Source: an optimization exercise on an open RTL-to-GDS flow (aim: small area, a short achievable clock period and few clock cycles). Production flows keep margins and buffers that such runs may drop.
Only the layout flow was run in this run; the RTL was not checked for function there.
Power is estimated from default activity; no workload was simulated.

<file path="run.sh">
#!/bin/bash
# synth_recipe.tcl (not shown) runs the flow's synth.tcl, then flattens the netlist and writes it again
# the make line also repeats each setting of config.mk as NAME=value (left out here)
make -C /OpenROAD-flow-scripts/flow DESIGN_CONFIG=/design/flow/config.mk WORK_HOME=/design/flow/orfs CLKGATE_MAP_FILE= SYNTH_SCRIPT=/design/flow/synth_recipe.tcl finish
</file>
<file path="config.mk">
export PLATFORM = sky130hd
export DESIGN_NAME = laser_dot_centroid_ranger
export DESIGN_NICKNAME = laser_dot_centroid_ranger
export VERILOG_FILES = /design/flow/design.v
export SDC_FILE = /design/flow/constraint.sdc
export NUM_CORES = 4
export LEC_CHECK = 0
export ABC_AREA = 1
export CAP_MARGIN = 20
export CORE_MARGIN = 2
export CORE_UTILIZATION = 40
export SETUP_SLACK_MARGIN = 5
export SLEW_MARGIN = 20
export SYNTH_MEMORY_MAX_BITS = 16384
export TNS_END_PERCENT = 100
</file>
<file path="constraint.sdc">
create_clock -name core_clock -period 9.0 [get_ports {i_clk}]
set_input_delay 1.8000 -clock core_clock [delete_from_list [all_inputs] [get_ports {i_clk}]]
set_output_delay 1.8000 -clock core_clock [all_outputs]
set_load 0.01 [all_outputs]
</file>
<file path="design.v">
package ldcr_pkg;
    localparam int COL_W  = 10;
    localparam int ROW_W  = 10;
    localparam int PIX_W  = 8;
    localparam int CNT_W  = 20;
    localparam int SUM_W  = 30;
    localparam int LEFT_W = 10;
    localparam int CROP_W = 11;
    localparam int COEF_W = 32;
endpackage
import ldcr_pkg::*;
module ldcr_pix (
    input  logic              i_clk,
    input  logic              i_rst_n,
    input  logic              i_vld,
    input  logic              i_last,
    input  logic [47:0]       i_data,
    input  logic [LEFT_W-1:0] i_left,
    input  logic [CROP_W-1:0] i_width,
    input  logic [CROP_W-1:0] i_rows,
    output logic              o_hit,
    output logic              o_last,
    output logic [COL_W-1:0]  o_col,
    output logic [ROW_W-1:0]  o_row,
    output logic              o_l2
);
    localparam logic [511:0] TAB_KL = 512'h002aaaeaa9aaaaeaa5a9aaaa95a9aaaa95a5a9aa5595a9aa5595a5a95555a5a9555595a5545555a5545555955054559550545550000000000000000000000000;
    function automatic logic [1:0] tab_kl(input logic [7:0] k);
        tab_kl = TAB_KL[k * 2 +: 2];
    endfunction
    localparam logic [4095:0] TAB_L = 4096'h0505050505050505050505050505050404040404040404040404040404040404040404040404040404040404040404040404040404040404040404040404040404040404040404040404040303030303030303030303030303030303030303030303030303030303030303030303030303030303030303030303030303030303030303030303030202020202020202020202020202020202020202020202020202020202020202020202020202020202020202020202020202020202020202020202020101010101010101010101010101010101010101010101010101010101010101010101010101010101010101010101010101010101010101010101ffff0505050505050505050505050505050504040404040404040404040404040404040404040404040404040404040404040404040404040404040404040404040404040404040404040404040303030303030303030303030303030303030303030303030303030303030303030303030303030303030303030303030303030303030303030303030302020202020202020202020202020202020202020202020202020202020202020202020202020202020202020202020202020202020202020202020201010101010101010101010101010101010101010101010101010101010101010101010101010101010101010101010101010101010101010101ffff;
    function automatic logic [7:0] tab_l(input logic [8:0] k);
        tab_l = TAB_L[k * 8 +: 8];
    endfunction
    localparam logic [1535:0] TAB_KH = 1536'h9249248e38e39238e38e38e38e38e36e38db6db6db6db6db6db6db6da6da69a69a69a69a69a69a4924924924924924924924914514514514514514514514492492492492492492492482082082082082082082082000000000000000000000009249248e38e49238e38e38e38e38e36e38db6db6db6db6db6db6db6da6da69a69a69a69a69a69a492492492492492492492492451451451451451451451449249249249249249249249208208208208208208208200000000000000000000000;
    function automatic logic [2:0] tab_kh(input logic [8:0] k);
        tab_kh = TAB_KH[k * 3 +: 3];
    endfunction
    logic [COL_W-1:0] col;
    logic [ROW_W-1:0] row;
    logic [PIX_W-1:0] blu, grn, red;
    logic             in_win, gt, rmax, rok, sat_hi, pre_ok;
    logic [2:0]       mlim;
    logic [PIX_W:0]   gb, bg, rb, rg;
    logic [PIX_W-1:0] d, a;
    always_comb begin
        col    = i_data[9:0];
        row    = i_data[19:10];
        blu    = i_data[27:20];
        grn    = i_data[35:28];
        red    = i_data[43:36];
        in_win = (col >= i_left)
              && ({2'b0, col} < ({2'b0, i_left} + {1'b0, i_width}))
              && ({1'b0, row} < i_rows);
        gb     = {1'b0, grn} - {1'b0, blu};
        bg     = {1'b0, blu} - {1'b0, grn};
        rb     = {1'b0, red} - {1'b0, blu};
        rg     = {1'b0, red} - {1'b0, grn};
        gt     = bg[PIX_W];
        rmax   = !rb[PIX_W] && !rg[PIX_W];
        rok    = (red >= 8'd50) && (red <= 8'd250);
        d      = gt ? rb[PIX_W-1:0] : rg[PIX_W-1:0];
        a      = gt ? gb[PIX_W-1:0] : bg[PIX_W-1:0];
        if (red < 8'd57)        mlim = 3'd1;
        else if (red < 8'd114)  mlim = 3'd2;
        else if (red < 8'd170)  mlim = 3'd3;
        else if (red < 8'd226)  mlim = 3'd4;
        else if (red == 8'd226) mlim = 3'd5;
        else if (red == 8'd227) mlim = 3'd4;
        else                    mlim = 3'd5;
        sat_hi = gt ? (blu >= {5'b0, mlim}) : (grn >= {5'b0, mlim});
        pre_ok = i_vld && in_win && rmax && rok && sat_hi;
    end
    logic             r_p, r_gt, r_l;
    logic [PIX_W-1:0] r_d, r_a;
    logic [5:0]       r_dl;
    logic [COL_W-1:0] r_c;
    logic [ROW_W-1:0] r_r;
    always_ff @(posedge i_clk) begin
        if (!i_rst_n) begin
            r_p <= 1'b0;
            r_l <= 1'b0;
        end else begin
            r_p <= pre_ok;
            r_l <= i_vld && i_last;
        end
    end
    always_ff @(posedge i_clk) begin
        r_gt <= gt;
        r_d  <= d;
        r_a  <= a;
        r_dl <= 6'(red[7:2] - {2'b0, red[7:4]}) + {4'b0, tab_kl(red)};
        r_c  <= col;
        r_r  <= row;
    end
    logic             red_ok, r_h3, r_l3;
    logic [COL_W-1:0] r_c3;
    logic [ROW_W-1:0] r_r3;
    always_comb begin
        red_ok = (r_d >= {2'b0, r_dl})
              && (r_a >= tab_l({r_gt, r_d}))
              && ({1'b0, r_a} <= {2'b0, r_d[7:1]} + {6'b0, tab_kh({r_gt, r_d})});
    end
    always_ff @(posedge i_clk) begin
        if (!i_rst_n) begin
            r_h3 <= 1'b0;
            r_l3 <= 1'b0;
        end else begin
            r_h3 <= r_p && red_ok;
            r_l3 <= r_l;
        end
    end
    always_ff @(posedge i_clk) begin
        r_c3 <= r_c;
        r_r3 <= r_r;
    end
    assign o_hit  = r_h3;
    assign o_last = r_l3;
    assign o_col  = r_c3;
    assign o_row  = r_r3;
    assign o_l2   = r_l;
endmodule
import ldcr_pkg::*;
module ldcr_div (
    input  logic [33:0] i_a,
    input  logic [33:0] i_b,
    input  logic        i_ci,
    output logic [33:0] o_s
);
    localparam int N = 34;
    logic [N:0] g, p, cg, cp;    
    always_comb begin
        g[0] = i_ci;
        p[0] = 1'b0;
        for (int i = 0; i < N; i++) begin
            g[i+1] = i_a[i] & i_b[i];
            p[i+1] = i_a[i] ^ i_b[i];
        end
        cg = g;
        cp = p;
        for (int d = 1; d <= N; d = d * 2) begin
            for (int i = 2 * d - 1; i <= N; i += 2 * d) begin
                cg[i] = cg[i] | (cp[i] & cg[i-d]);
                cp[i] = cp[i] & cp[i-d];
            end
        end
        for (int d = 64; d >= 1; d = d / 2) begin
            for (int i = 3 * d - 1; i <= N; i += 2 * d) begin
                cg[i] = cg[i] | (cp[i] & cg[i-d]);
                cp[i] = cp[i] & cp[i-d];
            end
        end
        for (int i = 0; i < N; i++) begin
            o_s[i] = p[i+1] ^ cg[i];
        end
    end
endmodule
import ldcr_pkg::*;
module ldcr_ctrl (
    input  logic i_clk,
    input  logic i_rst_n,
    input  logic i_s_tvalid,
    input  logic i_s_tlast,
    input  logic i_l1,      
    input  logic i_l2,      
    input  logic i_l3,      
    input  logic i_pend,
    input  logic i_free,
    input  logic i_snap,
    output logic o_s_tready
);
    logic       r_rdy, acc_last;
    logic [2:0] n_next;
    always_comb begin
        acc_last = i_s_tvalid && r_rdy && i_s_tlast;
        n_next   = 3'(acc_last) + 3'(i_l1) + 3'(i_l2)
                 + 3'(i_l3 && !i_snap) + 3'(i_pend && !i_snap);
    end
    always_ff @(posedge i_clk) begin
        if (!i_rst_n) begin
            r_rdy <= 1'b1;
        end else begin
            r_rdy <= (n_next == 3'd0) || ((n_next == 3'd1) && i_free && !i_snap);
        end
    end
    assign o_s_tready = r_rdy;
endmodule
import ldcr_pkg::*;
module ldcr_dp (
    input  logic              i_clk,
    input  logic              i_rst_n,
    input  logic              i_hit,
    input  logic              i_last,
    input  logic [COL_W-1:0]  i_col,
    input  logic [ROW_W-1:0]  i_row,
    input  logic [COEF_W-1:0] i_off,
    input  logic [COEF_W-1:0] i_slope,
    input  logic [COEF_W-1:0] i_shift,
    input  logic              i_m_tready,
    output logic              o_free,
    output logic              o_snap,
    output logic              o_pend,
    output logic              o_done,
    output logic              o_m_tvalid,
    output logic [55:0]       o_m_tdata,
    output logic [1:0]        o_m_tuser
);
    logic [CNT_W-1:0] r_cnt, cnt_b;
    logic [SUM_W-1:0] r_csum, r_rsum, csum_b, rsum_b;
    logic             r_pend, r_done, add, snap, free;
    logic             r_idle, r_rdiv, r_cmov, r_cdiv, r_minit, r_dabs, r_mul, r_neg1, r_neg2, r_div, r_fin;
    logic             r_dsel;       
    logic             r_ovld;
    logic             r_snap, snap_n, pend_n, idle_n, ovld_n, nonzero;
    always_comb begin
        free    = r_idle && !r_ovld;
        snap    = r_snap;
        nonzero = r_cnt != '0;
        pend_n  = (r_pend || r_done) && !snap;
        idle_n  = (r_idle && !(snap && nonzero)) || r_fin;
        ovld_n  = (r_ovld && !i_m_tready) || (snap && !nonzero) || r_fin;
        snap_n  = (i_last || pend_n) && idle_n && !ovld_n;
        cnt_b   = snap ? '0 : r_cnt;
        csum_b  = snap ? '0 : r_csum;
        rsum_b  = snap ? '0 : r_rsum;
        add     = i_hit && (cnt_b != '1);
    end
    always_ff @(posedge i_clk) begin
        if (!i_rst_n) begin
            r_cnt  <= '0;
            r_csum <= '0;
            r_rsum <= '0;
        end else begin
            r_cnt  <= cnt_b + CNT_W'(add);
            r_csum <= csum_b + (add ? SUM_W'(i_col) : '0);
            r_rsum <= rsum_b + (add ? SUM_W'(i_row) : '0);
        end
    end
    always_ff @(posedge i_clk) begin
        if (!i_rst_n) begin
            r_done <= 1'b0;
            r_pend <= 1'b0;
            r_snap <= 1'b0;
        end else begin
            r_done <= i_last;
            r_pend <= pend_n;
            r_snap <= snap_n;
        end
    end
    logic [33:0]      r_r;
    logic [31:0]      r_q, r_d;
    logic [ROW_W-1:0] r_cr;
    logic [4:0]       r_n;
    logic             r_dneg, r_dz, r_neg, r_c, r_ofound, r_ook;
    logic [COL_W-1:0] r_cc;
    logic             last_n, rdiv_n, cdiv_n, div_n;
    logic [33:0] a, b, s;
    logic        ci, qb;
    always_comb begin
        a = ({34{r_dsel}}         & {r_r[32:0], r_q[31]})
          | ({34{r_mul}}          & r_r)
          | ({34{r_neg2}}         & ~r_r)
          | ({34{r_neg1}}         & ~{2'b0, r_q})
          | ({34{r_fin}}          & {2'b0, r_q})
          | ({34{r_minit}}        & {{2{i_shift[31]}}, i_shift});
        b = ({34{r_dsel | r_dabs}}         & ({2'b0, r_d} ^ {34{!r_r[33] | r_dabs}}))
          | ({34{r_mul & r_q[0]}}          & {{2{i_slope[31]}}, i_slope})
          | ({34{r_minit}}                 & {8'b0, r_cr, 16'b0});
        ci = (r_dsel & !r_r[33]) | r_dabs | r_neg1
           | (r_neg2 & r_c) | (r_fin & r_neg);
        qb = !s[33];
        last_n  = ((r_rdiv || r_cdiv) && r_n == 5'd9) || (r_mul && r_n == 5'd15)
               || (r_div && r_n == 5'd31);
        rdiv_n  = (r_idle && snap && nonzero) || (r_rdiv && !last_n);
        cdiv_n  = r_cmov || (r_cdiv && !last_n);
        div_n   = (r_neg1 && !r_r[33]) || r_neg2 || (r_div && !last_n);
    end
    always_ff @(posedge i_clk) begin
        if (!i_rst_n) begin
            r_idle  <= 1'b1;
            r_rdiv  <= 1'b0;
            r_cmov  <= 1'b0;
            r_cdiv  <= 1'b0;
            r_dsel  <= 1'b0;
            r_minit <= 1'b0;
            r_dabs  <= 1'b0;
            r_mul   <= 1'b0;
            r_neg1  <= 1'b0;
            r_neg2  <= 1'b0;
            r_div   <= 1'b0;
            r_fin   <= 1'b0;
            r_ovld  <= 1'b0;
        end else begin
            r_idle  <= idle_n;
            r_rdiv  <= rdiv_n;
            r_cmov  <= r_rdiv && last_n;
            r_cdiv  <= cdiv_n;
            r_dsel  <= rdiv_n || cdiv_n || div_n;
            r_minit <= r_cdiv && last_n;
            r_dabs  <= r_minit;
            r_mul   <= r_dabs || (r_mul && !last_n);
            r_neg1  <= r_mul && last_n;
            r_neg2  <= r_neg1 && r_r[33];
            r_div   <= div_n;
            r_fin   <= r_div && last_n;
            r_ovld  <= ovld_n;
        end
    end
    always_ff @(posedge i_clk) begin
        if (!i_rst_n || snap) begin
            r_n <= '0;
        end else if (r_rdiv || r_cdiv || r_mul || r_div) begin
            r_n <= last_n ? 5'd0 : r_n + 1'b1;
        end
    end
    always_ff @(posedge i_clk) begin
        if (snap) begin
            r_d      <= {12'b0, r_cnt};
            r_r      <= {14'b0, r_rsum[SUM_W-1:COL_W]};
            r_q      <= {r_rsum[COL_W-1:0], r_csum[SUM_W-1:8]};
            r_cc     <= r_csum[COL_W-1:0];
            r_cr     <= '0;
            r_ofound <= nonzero;
            r_ook    <= 1'b0;
        end
        if (r_dsel) begin
            r_r <= s;
            r_q <= {r_q[30:0], qb ^ (r_div & r_neg)};
        end
        if (r_cmov) begin
            r_cr <= r_q[9:0];
            r_r  <= {14'b0, r_q[31:12]};
            r_q  <= {r_q[11:10], r_cc[7:0], 22'b0};
        end
        if (r_minit) begin
            r_cc   <= r_q[9:0];
            r_r    <= {{2{i_off[31]}}, i_off};
            r_q    <= {22'b0, r_cr};
            r_d    <= s[31:0];
            r_dneg <= s[33];
        end
        if (r_dabs) begin
            r_dz <= ({r_dneg, r_d} == '0);
            if (r_dneg) r_d <= s[31:0];
        end
        if (r_mul) begin
            r_r <= {s[33], s[33:1]};
            r_q <= {s[0], r_q[31:1]};
        end
        if (r_neg1) begin
            r_neg <= r_r[33] ^ r_dneg;
            if (r_r[33]) begin
                r_q <= s[31:0];
                r_c <= !s[32];
            end
        end
        if (r_neg2) begin
            r_r <= s;
        end
        if (r_fin) begin
            if (r_dz)         r_r <= '0;
            else if (r_q[31] ^ r_neg) r_r <= {2'b0, r_neg ? 32'h8000_0000 : 32'h7FFF_FFFF};
            else              r_r <= {2'b0, s[31:0]};
            r_ook <= !r_dz;
        end
    end
    ldcr_div u_add (
        .i_a  (a),
        .i_b  (b),
        .i_ci (ci),
        .o_s  (s)
    );
    assign o_free     = free;
    assign o_snap     = snap;
    assign o_pend     = r_pend;
    assign o_done     = r_done;
    assign o_m_tvalid = r_ovld;
    assign o_m_tdata  = {4'b0, r_r[31:0], r_cr, r_cc};
    assign o_m_tuser  = {r_ook, r_ofound};
endmodule
import ldcr_pkg::*;
module laser_dot_centroid_ranger (
    input  logic                 i_clk,
    input  logic                 i_rst_n,
    input  logic                 s_axis_tvalid,
    output logic                 s_axis_tready,
    input  logic [47:0]          s_axis_tdata,
    input  logic                 s_axis_tlast,
    output logic                 m_axis_tvalid,
    input  logic                 m_axis_tready,
    output logic [55:0]          m_axis_tdata,
    output logic [1:0]           m_axis_tuser,
    input  logic                 i_cfg_we,
    input  logic [2:0]           i_cfg_idx,
    input  logic [COEF_W-1:0]    i_cfg_data
);
    logic [LEFT_W-1:0] r_left;
    logic [CROP_W-1:0] r_width, r_rows;
    logic [COEF_W-1:0] r_off, r_slope, r_shift;
    always_ff @(posedge i_clk) begin
        if (!i_rst_n) begin
            r_left  <= LEFT_W'(224);
            r_width <= CROP_W'(192);
            r_rows  <= CROP_W'(479);
            r_off   <= '0;
            r_slope <= '0;
            r_shift <= '0;
        end else if (i_cfg_we) begin
            case (i_cfg_idx)
                3'd0: r_left  <= i_cfg_data[LEFT_W-1:0];
                3'd1: r_width <= i_cfg_data[CROP_W-1:0];
                3'd2: r_rows  <= i_cfg_data[CROP_W-1:0];
                3'd3: r_off   <= i_cfg_data;
                3'd4: r_slope <= i_cfg_data;
                3'd5: r_shift <= i_cfg_data;
                default: ;
            endcase
        end
    end
    logic             pix_acc, hit, last2, last3, free, snap, pend, done;
    logic [COL_W-1:0] col;
    logic [ROW_W-1:0] row;
    assign pix_acc = s_axis_tvalid && s_axis_tready;
    ldcr_ctrl u_ctrl (
        .i_clk      (i_clk),
        .i_rst_n    (i_rst_n),
        .i_s_tvalid (s_axis_tvalid),
        .i_s_tlast  (s_axis_tlast),
        .i_l1       (last2),
        .i_l2       (last3),
        .i_l3       (done),
        .i_pend     (pend),
        .i_free     (free),
        .i_snap     (snap),
        .o_s_tready (s_axis_tready)
    );
    ldcr_pix u_pix (
        .i_clk   (i_clk),
        .i_rst_n (i_rst_n),
        .i_vld   (pix_acc),
        .i_last  (s_axis_tlast),
        .i_data  (s_axis_tdata),
        .i_left  (r_left),
        .i_width (r_width),
        .i_rows  (r_rows),
        .o_hit   (hit),
        .o_last  (last3),
        .o_col   (col),
        .o_row   (row),
        .o_l2    (last2)
    );
    ldcr_dp u_dp (
        .i_clk      (i_clk),
        .i_rst_n    (i_rst_n),
        .i_hit      (hit),
        .i_last     (last3),
        .i_col      (col),
        .i_row      (row),
        .i_off      (r_off),
        .i_slope    (r_slope),
        .i_shift    (r_shift),
        .i_m_tready (m_axis_tready),
        .o_free     (free),
        .o_snap     (snap),
        .o_pend     (pend),
        .o_done     (done),
        .o_m_tvalid (m_axis_tvalid),
        .o_m_tdata  (m_axis_tdata),
        .o_m_tuser  (m_axis_tuser)
    );
endmodule
</file>
==> flow_summary.json <==
{
  "dpl.hpwl_um": 68200,
  "instances_no_fill": 4731,
  "finalHoldViolations": 0,
  "cts.path.max_buffers": 3,
  "initial_core_util": 0.405,
  "dpl-instance-area_um2": 28400,
  "antenna-diode-count": 0,
  "leakage_nw": 14.0,
  "row_count": 94,
  "num-fill-cells": 6460,
  "path_cells": "clkinvlp_4 -> buf_12 -> o21ai_1 -> nor4_2 -> inv_1 -> ha_1 -> nand2_1 -> inv_2 -> nand3_2 -> nor2_2 -> nand2_2 -> nand2_4 -> inv_4 -> o21ai_4 -> a21oi_2 -> buf_4 -> fa_2 -> xor2_2 -> o22ai_1 -> nand2_1 -> o211ai_1 -> o21ai_1 -> o21ai_1",
  "crit_slowest_cell": "dfxtp_4",
  "cts_hold_buf": 0,
  "synth-seq-cells": 421,
  "start_kind": "flop",
  "path_clk_slew_ns": 0.06,
  "cp-end-kind": "flop",
  "grt_use_total": 0.275,
  "min_period_ns": 4.06,
  "worstPathRequired_ns": 9.35,
  "wirelength_um": 98800,
  "hp-class": "reg2reg",
  "synth_ff_type": "dfxtp_1",
  "crit_family": "simple AND/OR/NAND/NOR gates",
  "drt-initial-drc-count": 2884,
  "worst-path-buf-inv": 6,
  "yosysUniqueCellTypes": 70,
  "clkLatencyLatePin_ns": 0.62,
  "max_slew_margin": 0.313,
  "grt_pass1_wl_um": 143000,
  "synth-edff-count": 60,
  "p_switching_w": 0.00146,
  "p_sw_frac": 0.284,
  "grt_pass1_vias": 23800,
  "rrSetupSlack_ns": 4.94,
  "slowest_delay_ns": 0.39,
  "drive_gt1_frac": 0.116,
  "io-pin-count": 149,
  "dieWidth_um": 262,
  "cp.arrival_ns": 4.41,
  "antenna_left": 0,
  "dieHeight_um": 262,
  "seq_power_share": 0.424,
  "syn-mean-instance-area_um2": 7.15,
  "cts_tree": "done",
  "vias": 26300,
  "htree_levels": 2,
  "tightestPinTransition_ns": 1.03,
  "drt-pass1-iter-count": 6,
  "p_comb_frac": 0.145,
  "cp_common_cell": "o21ai_1",
  "finalPower_w": 0.00514,
  "netlist_instances": 3721,
  "crit_fanout": 26,
  "clkSinkCount": 421,
  "die-area_um2": 68600,
  "fmax_ghz": 0.246,
  "nets": 4117,
  "place_congestion": 0.965,
  "ir_worst_vdd_uv": 132,
  "numPortBuffers": 140,
  "root_buffer": "clkbuf_16",
  "clkPwrFrac": 0.432,
  "synth_warnings": 5,
  "area_growth_pct": 20.7,
  "grt_max_degree": 92,
  "grt-ovfl-total": 0,
  "synth_area_um2": 26600,
  "critical_path_class": "reg2reg",
  "status": "no timing/DRC/antenna violations",
  "synth-seq-area-share": 0.339,
  "wl_per_cell_um": 20.9,
  "core_um2": 65700,
  "finalSetupViolCount": 0,
  "viasPerCell": 5.57,
  "numPlacedInstances": 4552,
  "maxCapViolations": 0,
  "final.setup.tns_ns": 0,
  "p_per_area_nw_per_um2": 160,
  "hold_slack_ns": 0.325,
  "numCtsBuffers": 49,
  "drc_errors": 0,
  "fin_area_um2": 32100,
  "antenna_found_initial": 2,
  "fin_worst_skew_ns": 0.0238,
  "drv_slew": 0,
  "postSynth.asyncResetShare": 0,
  "min_period_over_period": 0.451,
  "rsz0062_at_grt": "yes",
  "p_int_w": 0.00368
}
==> cell families after synthesis <==
| family | synth area share |
|---|---|
| mux | 0.00188 |
| fa+ha+maj | 0.103 |
| compound gates | 0.223 |
| simple gates | 0.197 |
| flops | 0.339 |
| other cells | 0.000141 |
| xor+xnor | 0.0181 |
| buf+inv | 0.118 |
==> routing by layer <==
| metal | part of all wire | track usage | up-vias |
|---|---|---|---|
| met2 | 0.43 | 0.418 | 1255 |
| met4 | 0.064 | 0.143 | 4 |
| met5 | 0.00021 | 0 | - |
| met3 | 0.092 | 0.0530 | 344 |
| li1 | - | - | 12600 |
| met1 | 0.42 | 0.369 | 12100 |
==> worst paths after layout <==
check                           depth (start not counted)       endpoint         start
worst min register to register                          0  u_pix.r_r3[7]  u_pix.r_r[7]
worst max-delay path                                   23   u_dp.r_r[28]    u_dp.r_mul
worst min-delay path                                    0  u_pix.r_r3[7]  u_pix.r_r[7]
worst max register to register                         23   u_dp.r_r[28]    u_dp.r_mul
==> Yosys cell counts (20+ instances only) <==
cell	n	share of area
a21oi_1	304	0.057
a22oi_1	23	0.0065
a31oi_1	37	0.0087
buf_1	20	0.0028
buf_2	20	0.0038
buf_4	38	0.011
clkbuf_1	125	0.018
dfxtp_1	361	0.27
edfxtp_1	60	0.068
fa_1	29	0.022
ha_1	173	0.081
inv_1	549	0.077
nand2_1	577	0.081
nand3_1	79	0.015
nand4_1	25	0.0059
nor2_1	416	0.059
nor3_1	47	0.0088
nor4_1	25	0.0059
o211ai_1	48	0.014
o21ai_0	393	0.074
o221ai_1	37	0.012
o22ai_1	62	0.015
xor2_1	43	0.014
==> registers in the layout (all words and copies together), names as in the netlist, 5 cells and up <==
signal,cells
r_left,10
r_off,32
r_rows,11
r_shift,32
r_slope,32
r_width,11
u_dp.r_cc,10
u_dp.r_cnt,20
u_dp.r_cr,10
u_dp.r_csum,30
u_dp.r_d,32
u_dp.r_n,5
u_dp.r_q,32
u_dp.r_r,34
u_dp.r_rsum,30
u_pix.r_a,8
u_pix.r_c,10
u_pix.r_c3,10
u_pix.r_d,8
u_pix.r_dl,6
u_pix.r_r,10
u_pix.r_r3,10
==> stage by stage <==
| step | worst slack, ns | util |
|---|---|---|
| 3_5_place_dp | 2.95 | 0.432 |
| 4_1_cts | 5.01 | 0.470 |
| 6_report | 4.94 | 0.488 |
| 5_1_grt | 4.83 | 0.488 |
| 3_3_place_gp | 3.03 | 0.432 |
| 2_1_floorplan | 4.81 | - |
==> timing repair <==
action | in CTS | in global routing
resized for setup | 109 | 167
pin swaps | 14 | 60
gates cloned | 3 | 10
setup buffers | 32 | 42
endpoints found under the setup margin | 147 | 63
==> cells in the final DEF (no fill, tap or decap), types with 63 or more instances in the layout <==
master           synthesis  final
nand2_1                577    562
inv_1                  549    530
nor2_1                 416    402
o21ai_0                393    380
dfxtp_1                361    350
a21oi_1                304    295
ha_1                   173    162
clkdlybuf4s50_1          0    130
buf_4                   38     86
nand3_1                 79     74
clkbuf_16                0     63
==> cell type report <==
| class | instances | area [µm²] | area share |
|---|---|---|---|
| Tap cell | 864 | 1080 | 0.0337 |
| Sequential cell | 421 | 9060 | 0.282 |
| Inverter | 571 | 2190 | 0.0684 |
| Clock buffer | 65 | 1490 | 0.0465 |
| Multi-Input combinational cell | 2524 | 15300 | 0.475 |
| Clock inverter | 27 | 314 | 0.00978 |
| Timing Repair Buffer | 257 | 2680 | 0.0836 |
| Timing Repair inverter | 2 | 15.0 | 0.000468 |
==> power by group through the flow <==
stage | Clock (W) | Sequential (W) | Combinational, W
floorplan | 0 | 0.00214 | 0.000496
global placement | 0 | 0.00221 | 0.000681
detailed placement | 0 | 0.00221 | 0.000692
CTS | 0.00224 | 0.00217 | 0.000712
global route | 0.00232 | 0.00218 | 0.000841
finish | 0.00222 | 0.00218 | 0.000742

[re-timing with driven ports]
Ports are ideal in the flow. The routed layout listed here was re-timed in OpenROAD.
Step 1 assumes that a clkbuf_16 drives the clock port and a buf_2 every other input.
Step 2 adds t to the input delays and takes it off the output delays; t is the mean of the earliest and latest rising clock arrival at the registers after step 1. Input paths then give back, and output paths get back, about the clock's delay inside the block.
a / b / c = ideal / step 1 / step 2; a / b = the first two.
t (ns): 0.671
slack for setup (ns): 4.942 / 4.942 / 4.428
latest minus earliest clock arrival (ns): 0.024 / 0.025
worst register clock-pin slew, ns: 0.07 / 0.07
After both steps this run still meets setup and hold. The setup slack of this run moves by 0.000 ns with the drivers and by -0.514 ns with both steps.
